This design comes from an exercise in tuning for a short achievable clock period, few clock cycles per item and low power on the open sky130 flow, not from production work.
The RTL was checked by simulation tests, not by an equivalence proof against the original design.
Power and IR drop assume default switching activity.

==> flow/design.v (excerpt) <==
module fmul_pipe
#(
    parameter int EXP   = 8,
    parameter int FRAC  = 23,
    parameter int WIDTH = EXP + FRAC + 1
) (
    input  logic              clk,
    input  logic              rst,
    input  logic              in_valid,
    output logic              in_ready,
    input  logic [WIDTH-1:0]  a,
    input  logic [WIDTH-1:0]  b,
    input  logic [1:0]        round_mode,
    output logic              out_valid,
    input  logic              out_ready,
    output logic [WIDTH-1:0]  r,
    output logic [NFLAGS-1:0] flags
);
    logic acc;
    assign acc = in_valid & in_ready;
    logic [7:0]  ea, eb;
    logic [22:0] fa, fb;
    assign ea = a[30:23]; assign fa = a[22:0];
    assign eb = b[30:23]; assign fb = b[22:0];
    logic za, zb, ia, ib, na, nb;
    assign za = (ea == 8'd0) & (fa == 23'd0);
    assign zb = (eb == 8'd0) & (fb == 23'd0);
    assign ia = (&ea) & (fa == 23'd0);
    assign ib = (&eb) & (fb == 23'd0);
  ...
Size: roughly 3400 cells after synthesis, about 460 flip-flops, roughly 110 I/O pins, about 0.035 sq mm of cells after synthesis.
Settings: LEC_CHECK=0, CAP_MARGIN=20, CORE_MARGIN=2, CORE_UTILIZATION=40, CTS_CLUSTER_DIAMETER=150, CTS_CLUSTER_SIZE=20, SETUP_SLACK_MARGIN=4.3, SLEW_MARGIN=20, TNS_END_PERCENT=40; clock period 8.0 ns.
run.sh (not shown) runs the stock make flow with config.mk's settings and CLKGATE_MAP_FILE= SYNTH_SCRIPT=/design/flow/synth_recipe.tcl, a recipe that flattens the netlist after the stock synthesis.
Testbench counts at the start, summed over its fixed seeds: cycles 32,032, items 32,000.
Change:
--- a/flow/config.mk
+++ b/flow/config.mk
@@ -6,4 +6,5 @@
 export NUM_CORES = 4
 export LEC_CHECK = 0
+export ABC_AREA = 1
 export CAP_MARGIN = 20
 export CORE_MARGIN = 2
@@ -11,5 +12,4 @@
 export CTS_CLUSTER_DIAMETER = 150
 export CTS_CLUSTER_SIZE = 20
-export SETUP_SLACK_MARGIN = 4.3
+export SETUP_SLACK_MARGIN = 4.2
 export SLEW_MARGIN = 20
-export TNS_END_PERCENT = 40
Result: Synthesized cell count grows by 26%. Total power came out lower by 0.77%. Die area goes up by about 3%. Cell area rises by about 1.6%. Count of clock-buffer cells in the layout went up by 2. Sequential share of layout area shrinks by 0.37 points. Wire length grows by about 1.2%. Critical path depth grows by 1.

* * *

Setup of harbor:
Starting RTL as in the previous note.
make LEC_CHECK=0 CAP_MARGIN=20 CORE_MARGIN=2 CORE_UTILIZATION=40 CTS_CLUSTER_DIAMETER=150 CTS_CLUSTER_SIZE=20 SETUP_SLACK_MARGIN=4.5 SLEW_MARGIN=20 finish   # period 8.0 ns
harbor: flow completed, timing, DRC and antenna clean
Testbench counts of harbor, summed over its fixed seeds: cycles 32,032, items 32,000.
Input-level comparison between xenon and harbor:
- SETUP_SLACK_MARGIN now 4.3, was 4.5
Results
Across both runs, combinational cell fraction of total power was lower for xenon than for harbor.
Compare harbor and xenon | number of global-route vias before repair lower: xenon
Going from harbor to xenon, clock edge transition at the registers on the reported setup and hold paths comparable, final cell count fell by 103.
Wire length on met1 (xenon vs. harbor) decreases slightly
Between harbor and xenon, the difference in share of final layout cell area taken by clock buffers and inverters is negligible.
The higher number of diodes came out of harbor.
xenon vs harbor, destination of the critical timing path: xb_B[20]$_DFF_P_ vs qC_26_1$_DFF_P_
Achievable clock frequency: harbor and xenon compared, lower one is harbor
harbor → xenon: smallest setup slack after layout went up by 0.012 ns; first-iteration DRC count dropped about 9%.
Inputs modified between xenon and raven:
- an added ABC_AREA of 1
- a change of SETUP_SLACK_MARGIN from 4.3 to 4.45
Results
Die boundary width for raven: about 1.6% up relative to xenon. Sort xenon and raven by sequential share of layout area asc -> top: raven. In raven the share of power burned in combinational logic turned out 1.4 points higher than in xenon. In the flow results for xenon and raven, the later-pin clock latency in the skew report is smaller on raven. Wire: raven routes more than xenon. In raven, power is higher than in xenon.
> inputs changed (raven -> garnet)
- ABC_AREA: 1 -> unset
- GPL_ROUTABILITY_DRIVEN: unset -> 0
- SETUP_SLACK_MARGIN: 4.45 -> 4.3
==> comparison <==
Per the final summary, garnet finished and its layout is clean on timing, DRC and antenna.
garnet ended up with sky130_fd_sc_hd__or4_4 as its standard cell with the maximum stage delay on the critical path; raven ended up with sky130_fd_sc_hd__fa_2.
NOTE via count raven->garnet decreased by more than 10%
Number of nets in the finished design: raven and garnet compared, higher one is raven
Post-synthesis cell type count was lower in the run labelled raven.
| worst path setup slack after routing | garnet vs raven | worse |
Comparing raven and garnet, the lower data required time at the worst endpoint was measured on raven.

==> port drivers added, routing unchanged <==
The flow's constraints put no driver on any port. The routed layouts listed below were extracted and timed again, unchanged, in two steps.
Step 1 sets driving cells, clkbuf_16 on the clock port and buf_2 on the other inputs (assumed; they add their load-dependent delay and slew).
Step 2 moves the port delays by t, midway between the first and last clock arrival at a register: inputs arrive t later, outputs are due t later. That takes back most of the time a late clock gives input paths.
Slacks: no drivers / after step 1 / after step 2; pairs: no drivers / after step 1.
run | shift t [ns] | setup WS [ns] | worst setup path after step 2 | worst slew at a driven data input, ns
the first run of note 1 | 0.674 | 4.276 / 4.276 / 3.728 | input to register | 0.05
the second run of note 1 | 0.670 | 4.271 / 4.271 / 3.743 | input to register | 0.05
harbor | 0.678 | 4.306 / 4.306 / 3.858 | input to register | 0.06
xenon | 0.669 | 4.317 / 4.360 / 3.696 | input to register | 0.04
raven | 0.657 | 4.362 / 4.362 / 3.858 | input to register | 0.06
garnet | 0.669 | 4.317 / 4.360 / 3.696 | input to register | 0.04
After both steps setup and hold are still met in every run listed.
